From an optimization exercise on the open Yosys and OpenROAD flow, aimed at small area, a short achievable clock period and few clock cycles per item; shortcuts taken in it are not production practice. In this exercise RTL edits were held to simulation tests only and were not proved equivalent to the original. No activity file was given, so power comes from the tool's default toggle rates.

<file path="flow/config.mk">
export PLATFORM = sky130hd
export DESIGN_NAME = handle_registry_sorted_table
export DESIGN_NICKNAME = handle_registry_sorted_table
export VERILOG_FILES = /design/flow/design.v
export SDC_FILE = /design/flow/constraint.sdc
export NUM_CORES = 4
export LEC_CHECK = 0
export CAP_MARGIN = 30
export CORE_MARGIN = 2
export CORE_UTILIZATION = 50
export SLEW_MARGIN = 40
export SYNTH_MEMORY_MAX_BITS = 8192
</file>
<file path="flow/constraint.sdc">
create_clock -name core_clock -period 10.0 [get_ports {clk_i}]
set_input_delay 2.0000 -clock core_clock [delete_from_list [all_inputs] [get_ports {clk_i}]]
set_output_delay 2.0000 -clock core_clock [all_outputs]
set_load 0.01 [all_outputs]
</file>
<file path="flow/design.v">
package hrst_pkg;
  localparam int unsigned KEY_W  = 32;
  localparam int unsigned DATA_W = 32;
  localparam int unsigned LIVE_W = 7;
  typedef enum logic [1:0] {
    OP_INSERT = 2'd0,
    OP_LOOKUP = 2'd1,
    OP_DELETE = 2'd2
  } op_e;
  typedef enum logic [1:0] {
    ST_OK             = 2'd0,
    ST_NOT_FOUND      = 2'd1,
    ST_FULL           = 2'd2,
    ST_KEYS_EXHAUSTED = 2'd3
  } status_e;
  typedef struct packed {
    logic [1:0]        operation;
    logic [KEY_W-1:0]  key;
    logic [DATA_W-1:0] value;
  } in_item_t;
  typedef struct packed {
    logic [1:0]        status;
    logic [KEY_W-1:0]  assigned_key;
    logic [DATA_W-1:0] found_value;
    logic [LIVE_W-1:0] live_count;
  } out_item_t;
endpackage
module hrst_ctrl #(
  parameter int unsigned VALUE_WIDTH = 32
) (
  input  logic                       clk_i,
  input  logic                       rst_ni,
  input  logic                       in_valid_i,
  output logic                       in_stall_o,
  input  hrst_pkg::in_item_t         in_item_i,
  output logic                       adv_o,
  output logic                       exec_o,
  output logic [hrst_pkg::KEY_W-1:0] key_a_o,
  output logic [1:0]                 op_b_o,
  output logic [VALUE_WIDTH-1:0]     val_b_o,
  input  hrst_pkg::out_item_t        res_i,
  input  logic                       out_stall_i,
  output logic                       out_valid_o,
  output hrst_pkg::out_item_t        out_item_o
);
  logic                a_v_q, a_v_d;
  logic                b_v_q, b_v_d;
  logic                stall_q, stall_d;
  logic                head_v_q, head_v_d;
  logic                skid_v_q, skid_v_d;
  hrst_pkg::in_item_t  a_q;
  logic [1:0]          op_b_q;
  logic [VALUE_WIDTH-1:0] val_b_q;
  hrst_pkg::out_item_t head_q, skid_q;
  logic                accept, take, head_free;
  assign exec_o    = b_v_q && !skid_v_q;
  assign adv_o     = a_v_q && (!b_v_q || !skid_v_q);
  assign accept    = in_valid_i && !stall_q;
  assign take      = head_v_q && !out_stall_i;
  assign head_free = !head_v_q || take;
  assign a_v_d    = accept || (a_v_q && !adv_o);
  assign b_v_d    = adv_o || (b_v_q && !exec_o);
  assign head_v_d = head_free ? (skid_v_q || exec_o) : 1'b1;
  assign skid_v_d = head_free ? 1'b0 : (skid_v_q || exec_o);
  assign stall_d  = a_v_d && b_v_d && skid_v_d;
  always_ff @(posedge clk_i or negedge rst_ni) begin
    if (!rst_ni) begin
      a_v_q    <= 1'b0;
      b_v_q    <= 1'b0;
      stall_q  <= 1'b0;
      head_v_q <= 1'b0;
      skid_v_q <= 1'b0;
    end else begin
      a_v_q    <= a_v_d;
      b_v_q    <= b_v_d;
      stall_q  <= stall_d;
      head_v_q <= head_v_d;
      skid_v_q <= skid_v_d;
    end
  end
  always_ff @(posedge clk_i) begin
    if (!stall_q) begin
      a_q <= in_item_i;
    end
    if (adv_o) begin
      op_b_q  <= a_q.operation;
      val_b_q <= a_q.value[VALUE_WIDTH-1:0];
    end
    if (head_free) begin
      head_q <= skid_v_q ? skid_q : res_i;
    end
    if (!head_free && !skid_v_q) begin
      skid_q <= res_i;
    end
  end
  assign in_stall_o  = stall_q;
  assign key_a_o     = a_q.key;
  assign op_b_o      = op_b_q;
  assign val_b_o     = val_b_q;
  assign out_valid_o = head_v_q;
  assign out_item_o  = head_q;
endmodule
module hrst_dpath #(
  parameter int unsigned CAPACITY    = 64,
  parameter int unsigned VALUE_WIDTH = 32
) (
  input  logic                       clk_i,
  input  logic                       rst_ni,
  input  logic                       adv_i,
  input  logic                       exec_i,
  input  logic [hrst_pkg::KEY_W-1:0] key_a_i,
  input  logic [1:0]                 op_b_i,
  input  logic [VALUE_WIDTH-1:0]     val_b_i,
  output hrst_pkg::out_item_t        res_o
);
  localparam int unsigned CW = $clog2(CAPACITY + 1);
  localparam logic [CW-1:0] CapC = CW'(CAPACITY);
  logic [CAPACITY-1:0]        live_q;
  logic [hrst_pkg::KEY_W-1:0] key_q [CAPACITY];
  logic [VALUE_WIDTH-1:0]     val_q [CAPACITY];
  logic [CW-1:0]              count_q, count_inc_q, count_dec_q, count_d;
  logic [hrst_pkg::KEY_W:0]   next_key_q;
  logic                       full_q;
  logic [CAPACITY-1:0]        match_q;
  logic [CAPACITY-1:0] match_a, match_b, free, below_live;
  logic                next_match;
  logic                is_ins, is_lkp, is_del, hit, ins_ok, del_ok, key_exh;
  logic [VALUE_WIDTH-1:0] fval;
  always_comb begin
    below_live[0] = 1'b1;
    for (int i = 1; i < CAPACITY; i++) begin
      below_live[i] = below_live[i-1] && live_q[i-1];
    end
    free = below_live & ~live_q;
  end
  assign next_match = (key_a_i == next_key_q[hrst_pkg::KEY_W-1:0]);
  always_comb begin
    for (int i = 0; i < CAPACITY; i++) begin
      match_a[i] = (live_q[i] && (key_q[i] == key_a_i)) || (free[i] && next_match);
    end
  end
  always_ff @(posedge clk_i) begin
    if (adv_i) begin
      match_q <= match_a;
    end
  end
  assign is_ins  = (op_b_i == hrst_pkg::OP_INSERT);
  assign is_lkp  = (op_b_i == hrst_pkg::OP_LOOKUP);
  assign is_del  = (op_b_i == hrst_pkg::OP_DELETE);
  assign key_exh = next_key_q[hrst_pkg::KEY_W];
  assign ins_ok  = is_ins && !key_exh && !full_q;
  assign match_b = match_q & live_q;
  assign hit     = |match_b;
  assign del_ok  = is_del && hit;
  always_comb begin
    fval = '0;
    for (int i = 0; i < CAPACITY; i++) begin
      fval = fval | ({VALUE_WIDTH{match_b[i]}} & val_q[i]);
    end
  end
  always_comb begin
    count_d = count_q;
    if (ins_ok) begin
      count_d = count_inc_q;
    end else if (del_ok) begin
      count_d = count_dec_q;
    end
  end
  always_comb begin
    res_o              = '0;
    res_o.status       = hrst_pkg::ST_NOT_FOUND;
    res_o.live_count   = count_d[hrst_pkg::LIVE_W-1:0];
    if (is_ins) begin
      if (key_exh) begin
        res_o.status = hrst_pkg::ST_KEYS_EXHAUSTED;
      end else if (full_q) begin
        res_o.status = hrst_pkg::ST_FULL;
      end else begin
        res_o.status       = hrst_pkg::ST_OK;
        res_o.assigned_key = next_key_q[hrst_pkg::KEY_W-1:0];
      end
    end else if ((is_lkp || is_del) && hit) begin
      res_o.status = hrst_pkg::ST_OK;
    end
    if (is_lkp) begin
      res_o.found_value = fval;
    end
  end
  always_ff @(posedge clk_i or negedge rst_ni) begin
    if (!rst_ni) begin
      live_q      <= '0;
      count_q     <= '0;
      count_inc_q <= CW'(1);
      count_dec_q <= '1;
      full_q      <= 1'b0;
      next_key_q  <= '0;
    end else if (exec_i) begin
      live_q      <= (live_q & ~({CAPACITY{is_del}} & match_q)) | ({CAPACITY{ins_ok}} & free);
      count_q     <= count_d;
      count_inc_q <= count_d + CW'(1);
      count_dec_q <= count_d - CW'(1);
      full_q      <= (count_d == CapC);
      if (ins_ok) begin
        next_key_q <= next_key_q + (hrst_pkg::KEY_W+1)'(1);
      end
    end
  end
  always_ff @(posedge clk_i) begin
    for (int i = 0; i < CAPACITY; i++) begin
      if (exec_i && ins_ok && free[i]) begin
        key_q[i] <= next_key_q[hrst_pkg::KEY_W-1:0];
        val_q[i] <= val_b_i;
      end
    end
  end
endmodule
module handle_registry_sorted_table #(
  parameter int unsigned CAPACITY    = 64,
  parameter int unsigned VALUE_WIDTH = 32
) (
  input  logic                clk_i,
  input  logic                rst_ni,
  input  logic                in_valid_i,
  output logic                in_stall_o,
  input  hrst_pkg::in_item_t  in_item_i,
  output logic                out_valid_o,
  input  logic                out_stall_i,
  output hrst_pkg::out_item_t out_item_o
);
  logic                       adv, exec;
  logic [hrst_pkg::KEY_W-1:0] key_a;
  logic [1:0]                 op_b;
  logic [VALUE_WIDTH-1:0]     val_b;
  hrst_pkg::out_item_t        res;
  hrst_ctrl #(
    .VALUE_WIDTH (VALUE_WIDTH)
  ) u_ctrl (
    .clk_i       (clk_i),
    .rst_ni      (rst_ni),
    .in_valid_i  (in_valid_i),
    .in_stall_o  (in_stall_o),
    .in_item_i   (in_item_i),
    .adv_o       (adv),
    .exec_o      (exec),
    .key_a_o     (key_a),
    .op_b_o      (op_b),
    .val_b_o     (val_b),
    .res_i       (res),
    .out_stall_i (out_stall_i),
    .out_valid_o (out_valid_o),
    .out_item_o  (out_item_o)
  );
  hrst_dpath #(
    .CAPACITY    (CAPACITY),
    .VALUE_WIDTH (VALUE_WIDTH)
  ) u_dpath (
    .clk_i  (clk_i),
    .rst_ni (rst_ni),
    .adv_i  (adv),
    .exec_i (exec),
    .key_a_i(key_a),
    .op_b_i (op_b),
    .val_b_i(val_b),
    .res_o  (res)
  );
endmodule
</file>
<file path="flow/run.sh">
#!/bin/bash
# synth_recipe.tcl (not shown) runs the flow's synth.tcl, then flattens the netlist and writes it again
# the make line also repeats each setting of config.mk as NAME=value (left out here)
make -C /OpenROAD-flow-scripts/flow DESIGN_CONFIG=/design/flow/config.mk WORK_HOME=/design/flow/orfs CLKGATE_MAP_FILE= SYNTH_SCRIPT=/design/flow/synth_recipe.tcl finish
</file>
==> qor.csv <==
metric,value,unit
initial DRC count,20760,
vias in the first global route,100700,
"FFs w/ async S/R, synth",0.02716,
IO Count,145,
Gate Count Post-Synth,9983,
placement-stage cell area,0.1858,mm2
M1 WL,241000,um
fin area,0.2005,mm2
row count,217,
Final Worst Setup Slack,4.732,ns
XOR/XNOR Fraction of Synth Area,0.1052,
Yosys reg bits,4529,
number of routed nets with antenna violations,0,
"Core Util, Final",0.5742,
Critical Path AT,6.04,ns
worst-margin pin slew,1.025,ns
Final Critical Period,5.268,ns
Post-synth EDFFs,4406,
outcome,no timing/DRC/antenna violations,
Worst Skew,0.08596,ns
total CTS buffers,455,
Crit Path Category,reg2reg,
clk slew on worst S/H paths,0.06,ns
Setup WS pre-CTS,4.663,ns
CTS Sinks,4529,
root buf cell,clkbuf_16,
die area,0.3552,mm2
final setup TNS,0,ns
Ys Warns,4,
drt first pass iters,9,
relative slew slack,0.3103,
# resized after CTS,0,
"Seq/Total Area, Yosys",0.7728,
Post-Synth Simple-Gate Area,0.04706,
Final Hold Vio Count,0,
adder-cell share of the synthesized area,0.0004999,
total grt overflow,0,
largest net degree at the start of global routing,71,
maximum resistive drop on vdd,0.1626,mV
GRT Total Usage,0.3715,
CTS H-tree lvls,5,
leak pwr,60.68,nW
nets@finish,10590,
Vias/cell,6.926,
initial antenna violation count,42,
layout cells sized above 1,0.1270,
Via Count,107500,
wire length on met3,88320,um
DRC Markers,0,
Post-CTS Setup Inserts,0,
final cycle utilization of the critical path,0.5268,
"Slew Viols, Final",0,
Max Cap Viol,0,
Total Power,42.03,mW
per-cell routed wire length,43.31,um
"Cell Area, Synth",0.1752,mm2
RSZ-0062 raised after global routing,false,
Min-Delay Path Class,reg2reg,
PortBufs,144,
power per cell area,209.6,mW/mm2
Worst EP required,10.77,ns
CTS tree,built,
critical path capture point type,flip-flop,
Layout area overhead,14.42,%
Die Ht,596.0,um
fmax,189.8,MHz
cts hold-fix bufs,0,
mux share of post-synthesis cell area,0.005028,
post-synthesis compound-gate area fraction,0.05709,
starting density of the core,0.5018,
first-pass GRT wire length,888500,um
final WL,672100,um
syn nets,10060,
Max clock buf depth,4,
largest family of logic cells by synthesized area,XOR/XNOR gates,
"Clk Latency, worst-skew pair",1.03,ns
CP max FO,35,
Synth Flop Type,edfxtp_1,
total core area,0.3492,mm2
GP Congestion,0.8817,
startpoint class of the critical path,flip-flop,
met2 WL,302200,um
final setup fails,0,
count of different cell masters after synthesis,70,
detailed-placement wirelength estimate,360200,um
"Avg Cell Area, Syn",17.55,um2
DR top layer,met5,
Die X,596.0,um
per-layer routing:
layer | global-route usage | vias up
li1 | - | 40200
met1 | 0.5018 | 55870
met2 | 0.5719 | 9505
met3 | 0.08131 | 1897
met4 | 0.1871 | 12
met5 | 0 | -
report_power, final:
part           leakage, nW  switching (mW)  internal [mW]
logic                 14.9            2.60          0.999
clock network         7.00            7.27           9.42
registers             38.8           0.269           21.5
worst paths after layout:
kind | from | end | slack [ns] | cells past startpoint
setup / recovery | u_dpath.next_key_q[12] | u_dpath.match_q[60] | 4.73 | 10
hold / removal | u_ctrl.a_q[2] | u_ctrl.val_b_q[2] | 0.41 | 0
setup reg to reg | u_dpath.next_key_q[12] | u_dpath.match_q[60] | 4.73 | 10
hold reg to reg | u_ctrl.a_q[2] | u_ctrl.val_b_q[2] | 0.41 | 0
max in group asynchronous | rst_ni | u_dpath.live_q[36] | 7.71 | 2
min in group asynchronous | rst_ni | u_ctrl.head_v_q | 0.94 | 1
flip-flops by register name (all words and copies together) (netlist names):
register,cells
u_ctrl.op_b_q,2
u_dpath.live_q,64
u_ctrl.head_v_q,1
u_dpath.key_q,2048
u_dpath.count_inc_q,7
u_ctrl.head_q,73
u_dpath.count_q,7
u_ctrl.a_v_q,1
u_ctrl.skid_q,73
u_dpath.full_q,1
u_ctrl.a_q,66
u_dpath.next_key_q,33
u_ctrl.val_b_q,32
u_dpath.val_q,2048
u_ctrl.skid_v_q,1
u_dpath.count_dec_q,6
u_ctrl.stall_q,1
u_dpath.match_q,64
u_ctrl.b_v_q,1
layout by cell type (no fill, tap or decap), types with 83 or more instances in the layout:
master / n
xor2_1: 938
nand4_1: 474
nand3_1: 172
a22oi_1: 519
clkbuf_16: 468
buf_4: 319
nor4_1: 241
a22o_1: 262
xnor2_1: 1166
a221oi_1: 265
clkbuf_1: 118
edfxtp_1: 4406
nand2_1: 127
nor3_1: 110
clkdlybuf4s50_1: 143
dfrtp_1: 83
clkinv_1: 110
synth_stat cells (all sizes together), types with 3 or more instances:
cell       n  share of area
nand2    128         0.0027
or2        3        0.00012
nand2b    15        0.00054
a22oi    519          0.022
clkbuf   417         0.0089
nand4    475          0.017
a31oi      3        0.00019
dfrtp    116          0.017
ha         7        0.00050
nand3    174         0.0050
o21ai     23        0.00068
a21o      54         0.0023
mux2      72         0.0046
o41ai      3        0.00015
nand4b     5        0.00025
nor2      75         0.0016
a21oi     17        0.00049
or3b       3        0.00015
a221oi   265          0.013
or3       10        0.00039
and3      12        0.00043
o22ai     38         0.0014
inv       35        0.00075
o32ai     23         0.0013
nor3     133         0.0039
mux2i      7        0.00040
buf      118         0.0027
nand3b     7        0.00030
dfstp      7         0.0010
xor2     938          0.047
xnor2   1166          0.058
nor4     286          0.010
a21boi    33         0.0014
or4        6        0.00026
and2     100         0.0036
a22o     262          0.013
edfxtp  4406           0.76
and4       6        0.00031
worst max-delay path: stages, from the launching register on:
cell and delay (ns):
dfrtp_4 1.06, xnor2_1 0.19, nand4_1 0.15, nor4_1 0.48, nand2_1 0.65, or2_1 0.53
or3_1 0.38, buf_4 0.24, or3_1 0.61, or2_4 0.44, o32ai_1 0.30
logic make-up (layout without fill, tap and decap cells):
| logic type | Yosys count | after routing |
|---|---|---|
| adders and majority gates | 7 | 7 |
| AOI/OAI and AO/OA | 1253 | 1253 |
| and+or+nand+nor | 1441 | 1441 |
| xor gates and xnor gates | 2104 | 2104 |
| DFF | 4529 | 4529 |
| buffers and inverters | 570 | 1479 |
| muxes | 79 | 79 |
| other | 0 | 28 |
per-stage QoR:
| stage | hold WS (ns) | std cells |
|---|---|---|
| 3_3_place_gp | 0.4022 | 14600 |
| 2_1_floorplan | 0.4003 | 9983 |
| 3_5_place_dp | 0.4045 | 14640 |
| 4_1_cts | 0.4174 | 15480 |
| 6_report | 0.4135 | 15520 |
| 5_1_grt | 0.4185 | 15490 |
cell type report:
class	count	area, um2
diodes	28	70.07
inverters	35	133.9
fillers	26260	148700
multi-input cells	4884	38550
well taps	4599	5754
clock buffers	605	12420
repair buffers	603	6105
flip-flops and latches	4529	135500
clock inverters	236	1924
Testbench counts, summed over its fixed seeds: cycles 16,032, items 16,000.

[afterwards: timing with drivers on the ports]
In the flow no input, the clock included, has a driving cell. The finished layout below was timed again as built, in two steps. Step 1 (the two cells are an assumption about what drives the block):
set clk [get_ports {clk_i}]
set_driving_cell -lib_cell sky130_fd_sc_hd__clkbuf_16 $clk
set_driving_cell -lib_cell sky130_fd_sc_hd__buf_2 [delete_from_list [all_inputs] $clk]
Step 2 also shifts input and output timing later by t, the mid clock arrival at the registers, as if the neighbouring blocks saw the same clock. a / b / c = ideal / step 1 / step 2; a / b = the first two.
t (ns): 1.107
slack for setup (ns): 4.732 / 4.732 / 4.732
latest minus earliest clock arrival (ns): 0.094 / 0.093
pins driven straight from the clock port: 1
After both steps this run still meets setup and hold. For this run, drivers alone change the setup slack by 0.000 ns; drivers and shift together by 0.000 ns.
